What follows belongs to an exercise in optimizing a design on an open flow for small area, a short achievable clock period and few clock cycles per item; a production flow would make more cautious choices. Function was checked by simulation only, so behaviour that the tests miss may differ from the original. Power figures rest on the tool's default switching activity, not on a simulated workload.

==> design.v <==
package mdu_pkg;
    localparam int MDU_XLEN = 64;
    localparam logic [2:0] OP_MUL    = 3'b000;
    localparam logic [2:0] OP_MULH   = 3'b001;
    localparam logic [2:0] OP_MULHSU = 3'b010;
    localparam logic [2:0] OP_MULHU  = 3'b011;
    localparam logic [2:0] OP_DIV    = 3'b100;
    localparam logic [2:0] OP_DIVU   = 3'b101;
    localparam logic [2:0] OP_REM    = 3'b110;
    localparam logic [2:0] OP_REMU   = 3'b111;
    typedef enum logic [2:0] {IDLE, PRE, RUN, FIX, NEG, DONE} state_t;
endpackage
module mdu_neg #(
    parameter int W = 64
) (
    input  logic         neg,
    input  logic [W-1:0] din,
    output logic [W-1:0] dout
);
    logic [W-1:0] x, p, pn;
    always_comb begin
        x = din ^ {W{neg}};
        p = x;
        for (int d = 1; d < W; d = d * 2) begin
            pn = p;
            for (int i = 0; i < W; i++)
                if ((i / d) % 2 == 1) pn[i] = p[i] & p[(i / d) * d - 1];
            p = pn;
        end
        dout[0] = x[0] ^ neg;
        for (int i = 1; i < W; i++) dout[i] = x[i] ^ (neg & p[i-1]);
    end
endmodule
module mdu_add #(
    parameter int W = 67
) (
    input  logic [W-1:0] a,
    input  logic [W-1:0] b,
    input  logic         ci,
    output logic [W-1:0] s
);
    localparam int N = W + 1;
    logic [N-1:0] g0, p0, g, p;
    always_comb begin
        g0[0] = ci; p0[0] = 1'b0;
        for (int i = 0; i < W; i++) begin
            g0[i+1] = a[i] & b[i];
            p0[i+1] = a[i] ^ b[i];
        end
        g = g0; p = p0;
        for (int d = 1; d < N; d = d * 2)
            for (int i = 2 * d - 1; i < N; i += 2 * d) begin
                g[i] = g[i] | (p[i] & g[i-d]);
                p[i] = p[i] & p[i-d];
            end
        for (int d = 64; d >= 1; d = d / 2)
            for (int i = 3 * d - 1; i < N; i += 2 * d) begin
                g[i] = g[i] | (p[i] & g[i-d]);
                p[i] = p[i] & p[i-d];
            end
        for (int i = 0; i < W; i++) s[i] = p0[i+1] ^ g[i];
    end
endmodule
module mdu_lzc64 (
    input  logic [63:0] din,
    output logic [6:0]  cnt
);
    logic [31:0] v1; logic [31:0]   c1;
    logic [15:0] v2; logic [15:0][1:0] c2;
    logic [7:0]  v3; logic [7:0][2:0]  c3;
    logic [3:0]  v4; logic [3:0][3:0]  c4;
    logic [1:0]  v5; logic [1:0][4:0]  c5;
    logic        v6; logic [5:0]       c6;
    always_comb begin
        for (int i = 0; i < 32; i++) begin
            v1[i] = din[2*i+1] | din[2*i];
            c1[i] = ~din[2*i+1];
        end
        for (int i = 0; i < 16; i++) begin
            v2[i] = v1[2*i+1] | v1[2*i];
            c2[i] = v1[2*i+1] ? {1'b0, c1[2*i+1]} : {1'b1, c1[2*i]};
        end
        for (int i = 0; i < 8; i++) begin
            v3[i] = v2[2*i+1] | v2[2*i];
            c3[i] = v2[2*i+1] ? {1'b0, c2[2*i+1]} : {1'b1, c2[2*i]};
        end
        for (int i = 0; i < 4; i++) begin
            v4[i] = v3[2*i+1] | v3[2*i];
            c4[i] = v3[2*i+1] ? {1'b0, c3[2*i+1]} : {1'b1, c3[2*i]};
        end
        for (int i = 0; i < 2; i++) begin
            v5[i] = v4[2*i+1] | v4[2*i];
            c5[i] = v4[2*i+1] ? {1'b0, c4[2*i+1]} : {1'b1, c4[2*i]};
        end
        v6 = v5[1] | v5[0];
        c6 = v5[1] ? {1'b0, c5[1]} : {1'b1, c5[0]};
        cnt = v6 ? {1'b0, c6} : 7'd64;
    end
endmodule
module mdu_iterative #(
    parameter int XLEN       = mdu_pkg::MDU_XLEN,
    parameter int REG_ADDR_W = 5
) (
    input  logic                  clk,
    input  logic                  reset,
    input  logic                  start,
    input  logic [2:0]            op,
    input  logic [XLEN-1:0]       rs1_val,
    input  logic [XLEN-1:0]       rs2_val,
    input  logic [REG_ADDR_W-1:0] rd_addr,
    input  logic                  kill,
    output logic                  busy,
    output logic                  done,
    output logic [XLEN-1:0]       result,
    output logic [REG_ADDR_W-1:0] wr_addr,
    output logic                  wr_en
);
    mdu_pkg::state_t state, state_nxt;
    logic [63:0] X;           
    logic        xs;          
    logic [64:0] H;           
    logic [63:0] L;           
    logic        y;           
    logic        is_div, is_rem, res_hi, corr, a_neg, neg_res, early, div0_q;
    logic [2:0]  skc;         
    logic [6:0]  stc;         
    logic [REG_ADDR_W-1:0] rd_q;
    logic        rd_nz;
    logic in_div, a_sg, b_sg, dsg, fa, fb, swap, div0;
    logic [6:0]  lza, lzb;
    logic [7:0]  kq;
    assign in_div = op[2];
    assign dsg    = in_div & ~op[0];                        
    assign a_sg   = ~in_div & (op[1:0] != 2'b11);           
    assign b_sg   = ~in_div & ~op[1];                       
    assign fa = (~in_div | dsg) & rs1_val[63];
    assign fb = (~in_div | dsg) & rs2_val[63];
    mdu_lzc64 u_lza (.din(rs1_val ^ {64{fa}}), .cnt(lza));
    mdu_lzc64 u_lzb (.din(rs2_val ^ {64{fb}}), .cnt(lzb));
    assign kq   = {1'b0, lzb} - {1'b0, lza} + {7'd0, fa} + 8'd1;
    assign div0 = (lzb == 7'd64) & ~fb;
    assign swap = in_div | (lza > lzb);
    logic [3:0] chunks;
    logic [6:0] kc;
    assign kc     = kq[7:6] != 2'b00 ? 7'd64 : {1'b0, kq[5:0]};
    assign chunks = 4'((7'd64 - kc) >> 3);
    logic [64:0] xe;                  
    logic        b_neg;
    logic [2:0]  bd;                  
    logic        m_one, m_two, m_neg;
    logic [66:0] opnd, sum, hin;
    logic        sel_skip_mul;
    assign xe    = {xs & X[63], X};
    assign b_neg = xs & X[63];
    assign bd    = {L[1:0], y};
    always_comb begin
        m_one = 1'b0; m_two = 1'b0; m_neg = 1'b0;
        if (state == mdu_pkg::FIX) begin
            m_one = 1'b1;
            m_neg = is_div & b_neg;               
        end else if (is_div) begin
            m_one = 1'b1;
            m_neg = H[64] ? b_neg : ~b_neg;       
        end else begin
            case (bd)
                3'b001, 3'b010: m_one = 1'b1;
                3'b011:         m_two = 1'b1;
                3'b100:         begin m_two = 1'b1; m_neg = 1'b1; end
                3'b101, 3'b110: begin m_one = 1'b1; m_neg = 1'b1; end
                default: ;
            endcase
        end
    end
    assign opnd = (({67{m_one}} & {{2{xe[64]}}, xe}) |
                   ({67{m_two}} & {xe[64], xe, 1'b0})) ^ {67{m_neg}};
    assign hin = (is_div && state == mdu_pkg::RUN) ? {H[64], H, L[63]} : {{2{H[64]}}, H};
    mdu_add #(.W(67)) u_add (.a(hin), .b(opnd), .ci(m_neg), .s(sum));
    assign sel_skip_mul = (stc >= 7'd4) && (L[7:0] == {8{y}});
    logic [63:0] res_sel, nego;
    assign res_sel = res_hi ? H[63:0] : L;
    mdu_neg #(.W(64)) u_neg (.neg(state == mdu_pkg::NEG || a_neg), .din(res_sel), .dout(nego));
    logic accept;
    assign accept = (state == mdu_pkg::IDLE) && start && !kill;
    always_comb begin
        state_nxt = state;
        case (state)
            mdu_pkg::IDLE: if (accept) state_nxt = in_div ? mdu_pkg::PRE : mdu_pkg::RUN;
            mdu_pkg::PRE: begin
                if (kill)       state_nxt = mdu_pkg::IDLE;
                else if (early) state_nxt = mdu_pkg::DONE;
                else            state_nxt = mdu_pkg::RUN;
            end
            mdu_pkg::RUN: begin
                if (kill) state_nxt = mdu_pkg::IDLE;
                else if (is_div) begin
                    if (skc == 3'd0 && stc == 7'd1)
                        state_nxt = (is_rem & sum[66]) ? mdu_pkg::FIX :
                                    neg_res ? mdu_pkg::NEG : mdu_pkg::DONE;
                end else begin
                    if ((sel_skip_mul && stc == 7'd4) || (!sel_skip_mul && stc == 7'd1))
                        state_nxt = corr ? mdu_pkg::FIX : mdu_pkg::DONE;
                end
            end
            mdu_pkg::FIX:  state_nxt = kill ? mdu_pkg::IDLE :
                                       (is_div & neg_res) ? mdu_pkg::NEG : mdu_pkg::DONE;
            mdu_pkg::NEG:  state_nxt = kill ? mdu_pkg::IDLE : mdu_pkg::DONE;
            mdu_pkg::DONE: state_nxt = mdu_pkg::IDLE;
            default:       state_nxt = mdu_pkg::IDLE;
        endcase
    end
    always_ff @(posedge clk or posedge reset) begin
        if (reset) state <= mdu_pkg::IDLE;
        else       state <= state_nxt;
    end
    always_ff @(posedge clk) begin
        case (state)
            mdu_pkg::IDLE: if (accept) begin
                rd_q    <= rd_addr;
                rd_nz   <= rd_addr != '0;
                is_div  <= in_div;
                is_rem  <= in_div & op[1];
                res_hi  <= ~in_div & (op[1:0] != 2'b00);
                y       <= 1'b0;
                X       <= swap ? rs2_val : rs1_val;
                xs      <= swap ? (b_sg | dsg) : a_sg;
                corr    <= ~in_div & (swap ? (~a_sg & rs1_val[63]) : (~b_sg & rs2_val[63]));
                a_neg   <= in_div & fa;
                neg_res <= in_div & (op[1] ? fa : (fa ^ fb));
                early   <= div0 | kq[7] | (kq == 8'd0);    
                div0_q  <= div0;
                skc     <= in_div ? chunks[2:0] : 3'd0;
                stc     <= in_div ? 7'd64 - {chunks[2:0], 3'b000} : 7'd32;
                H       <= '0;
                L       <= swap ? rs1_val : rs2_val;
            end
            mdu_pkg::PRE: begin
                a_neg <= 1'b0;
                if (early) begin
                    if (!is_rem) L <= {64{div0_q}};
                end else begin
                    res_hi <= is_rem;
                    L      <= nego;
                end
            end
            mdu_pkg::RUN: begin
                if (is_div) begin
                    if (skc != 3'd0) begin
                        skc <= skc - 3'd1;
                        H   <= {H[56:0], L[63:56]};
                        L   <= {L[55:0], 8'd0};
                    end else begin
                        stc <= stc - 7'd1;
                        H   <= sum[64:0];
                        L   <= {L[62:0], ~sum[66]};
                    end
                end else begin
                    if (sel_skip_mul) begin
                        stc <= stc - 7'd4;
                        H   <= {{8{H[64]}}, H[64:8]};
                        L   <= {H[7:0], L[63:8]};
                        y   <= L[7];
                    end else begin
                        stc <= stc - 7'd1;
                        H   <= sum[66:2];
                        L   <= {sum[1:0], L[63:2]};
                        y   <= L[1];
                    end
                end
            end
            mdu_pkg::FIX: H <= sum[64:0];
            mdu_pkg::NEG: begin
                L      <= nego;
                res_hi <= 1'b0;
            end
            default: ;
        endcase
    end
    assign result  = res_sel;
    assign busy    = (state == mdu_pkg::PRE) || (state == mdu_pkg::RUN) ||
                     (state == mdu_pkg::FIX) || (state == mdu_pkg::NEG);
    assign done    = (state == mdu_pkg::DONE) && !kill;
    assign wr_en   = done && rd_nz;
    assign wr_addr = rd_q;
endmodule
==> run.sh <==
#!/bin/bash
# synth_recipe.tcl (not shown) runs the flow's synth.tcl, then flattens the netlist and writes it again
# the make line also repeats each setting of config.mk as NAME=value (left out here)
make -C /OpenROAD-flow-scripts/flow DESIGN_CONFIG=/design/flow/config.mk WORK_HOME=/design/flow/orfs CLKGATE_MAP_FILE= SYNTH_SCRIPT=/design/flow/synth_recipe.tcl finish
==> config.mk <==
export PLATFORM = sky130hd
export DESIGN_NAME = mdu_iterative
export DESIGN_NICKNAME = mdu_iterative
export VERILOG_FILES = /design/flow/design.v
export SDC_FILE = /design/flow/constraint.sdc
export NUM_CORES = 4
export LEC_CHECK = 0
export CAP_MARGIN = 20
export CORE_MARGIN = 2
export CORE_UTILIZATION = 40
export SLEW_MARGIN = 20
==> constraint.sdc <==
create_clock -name core_clock -period 5.5 [get_ports {clk}]
set_input_delay 1.1000 -clock core_clock [delete_from_list [all_inputs] [get_ports {clk}]]
set_output_delay 1.1000 -clock core_clock [all_outputs]
set_load 0.01 [all_outputs]
==> out/metrics.yaml <==
setup_viol: 0
ant_nets: 0
rrSetupSlack_ns: 0.12
rows: 90
dr.pass1.iters: 6
numClockSinks: 222
fin_util_pct: 54.62
reg2reg_from: "L[0]"
area_growth_pct: 35.53
hold_viol: 0
final_cell_area_sq_mm: 0.03278
grt_overflow: 0
yosys_register_bits: 222
drt-total-wl_um: 112100
rsz0062_at_grt: "true"
r2r-end: "H[38]"
antenna_cells: 0
dpl.hpwl_um: 87290
yosys_warnings: 4
port_buffers: 211
clock_path_buffers: 3
vias: 27783
ys_async_sr_fraction_pct: 1.351
placedCellCount: 4467
synth_most_common_cell: "nand2_1"
ys.flop_type: "edfxtp_1"
clkLatencyLatePin_ns: 0.60
finClkSkew_ns: 0.02749
fill_cells: 5681
slew_headroom_pct: 21.24
fin_total_pwr_uw: 24920
syn_area_sq_mm: 0.02419
hold_depth: 1
leakagePower_uw: 0.01420
ios: 212
synth_cell_types: 81
finalCriticalPeriod_ns: 5.420
cts.clk_slew.worst_paths_ns: 0.06
endpoint_kind: "register"
status: "finished clean"
path_delay_family: "simple AND/OR/NAND/NOR gates"
grt_max_degree: 75
crit_path_start_kind: "input port"
min_path_type: "reg -> reg"
drv_cap: 0
yosysTopAreaCell: "edfxtp_1"
r2r_cells: 25
synth_top_cell_area_share_pct: 27.19
fin_crit_sh_pct: 98.55
h-tree-depth: 1
route.detailed.wl_per_inst_um: 24.59
ys_top_cells_by_area: "edfxtp_1 (27%), nand2_1 (11%), ha_1 (4.9%)"
worstPathArrival_ns: 5.76
cts_tree: "built"
critical_path.max_stage_delay_ns: 0.36
clock-root-buffer: "clkbuf_16"
coreArea_sq_mm: 0.06002
grt_pass1_vias: 25758
die-width_um: 249.9
cp_num_buf_inv: 6
drc: 0
grt_usage_pct: 34.20
die_h_um: 249.9
worstMarginPinSlew_ns: 1.181
initial_core_util_pct: 40.30
required_ns: 5.84
drtIter0Drc: 3524
dpl_cell_area_sq_mm: 0.03070
drv_slew: 0
critPathMaxFanout: 10
max_clock_freq_mhz: 184.5
die_area_sq_mm: 0.06245
path_class: "in -> reg"
syn_area_per_cell_sq_um: 7.638
synth_edf_count: 219
crit_slowest_cell: "or3_4"
synthesis.nets: 3437
viasPerCell: 6.095
ys_seq_area_share_pct: 27.50
synthCells: 3167
hold_end: "skc[0]"
hp-start: "skc[0]"
cts_made_buffers: 29
stdcell_count: 4558
ir_drop_v: 0.0004650
p_per_area_mw_per_mm2: 760.0
synth_common_cells: "nand2_1 (692), a21oi_1 (226), edfxtp_1 (219), o21ai_0 (212), nor2_1 (210)"
grt_pass1_wl_um: 162500
antenna_found_initial: 0
gp_congestion: 1.019
nets: 4023
whs_ns: 0.6195
holdBufCountCts: 0
layout-drive-gt1-share_pct: 21.08
## worst max-delay path by stage
stage                     start        to  slack (ns)  depth (start not counted)
finish              rs2_val[63]    stc[5]        0.08                         27
global route               L[0]  state[2]       -0.04                         25
CTS                        L[0]  state[1]        0.01                         27
detailed placement        op[2]    stc[5]       -1.04                         25
global placement          op[2]    stc[5]       -0.94                         25
floorplan                 op[0]    stc[5]       0.006                         22
## area by class of cell
cell class	instances	area [sq um]	area share, %
well taps	782	978.4	2.985
repair buffers	764	6603	20.14
flip-flops and latches	222	6651	20.29
multi-input cells	2551	16920	51.61
inverters	185	694.4	2.118
clock buffers	34	744.5	2.271
clock inverters	20	192.7	0.5878
## cell usage in the layout, fill, tap and decap left out, drive strengths merged, types with 28 or more instances in the layout
cell / n
o21ai: 213
nand2: 693
a31oi: 40
buf: 551
edfxtp: 219
nor3: 88
clkdlybuf4s50: 205
a21o: 30
nand3: 58
xor2: 66
a221oi: 61
nand4: 28
a221o: 45
a22oi: 39
o221ai: 47
xnor2: 104
a22o: 32
mux2i: 111
clkbuf: 37
fa: 36
inv: 185
a21oi: 226
ha: 94
nor2: 211
## worst register-to-register path: stages, from the launching register on
cell	delay [ns]
edfxtp_1	0.51
ha_2	0.24
buf_4	0.13
o31a_1	0.32
mux2i_2	0.22
o21ai_4	0.18
buf_6	0.20
buf_4	0.13
xnor2_1	0.12
ha_1	0.29
nand4_1	0.18
or3_1	0.37
o22ai_2	0.14
a31oi_2	0.07
buf_4	0.18
a21oi_4	0.11
inv_1	0.08
o21ai_2	0.21
inv_1	0.11
o21ai_2	0.19
inv_1	0.09
fa_1	0.45
xor2_1	0.22
nor2_1	0.07
a21oi_2	0.14
o221ai_1	0.14
## through the flow
stage	setup TNS, ns	setup WS (ns)
floorplan	0	0.005962
global placement	-79.88	-0.9413
detailed placement	-97.07	-1.043
CTS	0	0.009938
global route	-0.1123	-0.03613
finish	0	0.07990
## where the power goes
part | total, uW | switching, uW | internal (uW)
Sequential | 4470 | 1380 | 3080
Clock | 1930 | 816 | 1110
Combinational | 18500 | 10500 | 8050
## registers in the layout, indices dropped and copies added, names as in the netlist
name and flops:
H 65, L 64, X 64, a_neg 1, corr 1, div0_q 1, early 1, is_div 1
is_rem 1, neg_res 1, rd_nz 1, rd_q 5, res_hi 1, skc 3, state 3, stc 7
xs 1, y 1
## kinds of logic after synthesis
family / count (synthesis) / synth area share, %
adder cells (fa/ha/maj): 130 / 7.842
flip-flops: 222 / 27.50
AO/OA/AOI/OAI: 885 / 24.34
XOR/XNOR: 170 / 6.156
multiplexers: 131 / 5.525
AND/OR/NAND/NOR: 1235 / 22.34
buffers and inverters: 394 / 6.300
## what timing repair did
item,4_1_cts,5_1_grt
cloned,4,1
gates resized for setup,79,122
setup buffers,14,19
pin swaps,33,67
endpoints found under the setup margin,123,94
## routing by layer
| layer | wire, um | track usage, % | up-vias |
|---|---|---|---|
| met5 | 0 | 0 | - |
| met4 | 4681 | 12.60 | 0 |
| met3 | 11320 | 4.829 | 238 |
| met2 | 48530 | 52.29 | 1714 |
| met1 | 47550 | 48.88 | 13207 |
| li1 | - | - | 12624 |
Testbench counts, summed over its fixed seeds: cycles 51,855, items 2,400.

## separate check: timing with driven ports
How much do the figures lean on ideal ports? The routed layout below was timed once more, with nothing changed but the port constraints. Step 1 (the two cells are an assumption about what drives the block):
set clk [get_ports {clk}]
set_driving_cell -lib_cell sky130_fd_sc_hd__clkbuf_16 $clk
set_driving_cell -lib_cell sky130_fd_sc_hd__buf_2 [delete_from_list [all_inputs] $clk]
Step 2 also shifts input and output timing later by t, the mid clock arrival at the registers, as if the neighbouring blocks saw the same clock. Three values: ideal, step 1, step 2; two values: the first two.
shift t [ns]: 0.636
slack for setup (ns): 0.080 / 0.114 / -0.522
slew at the worst register clock pin (ns): 0.07 / 0.07
worst slew at a driven data input, ns: 0.06
cell pins on the clock port's net: 1
With both steps, setup timing fails in this run, where it was met with ideal ports. The setup slack of this run moves by +0.034 ns with the drivers and by -0.602 ns with both steps.
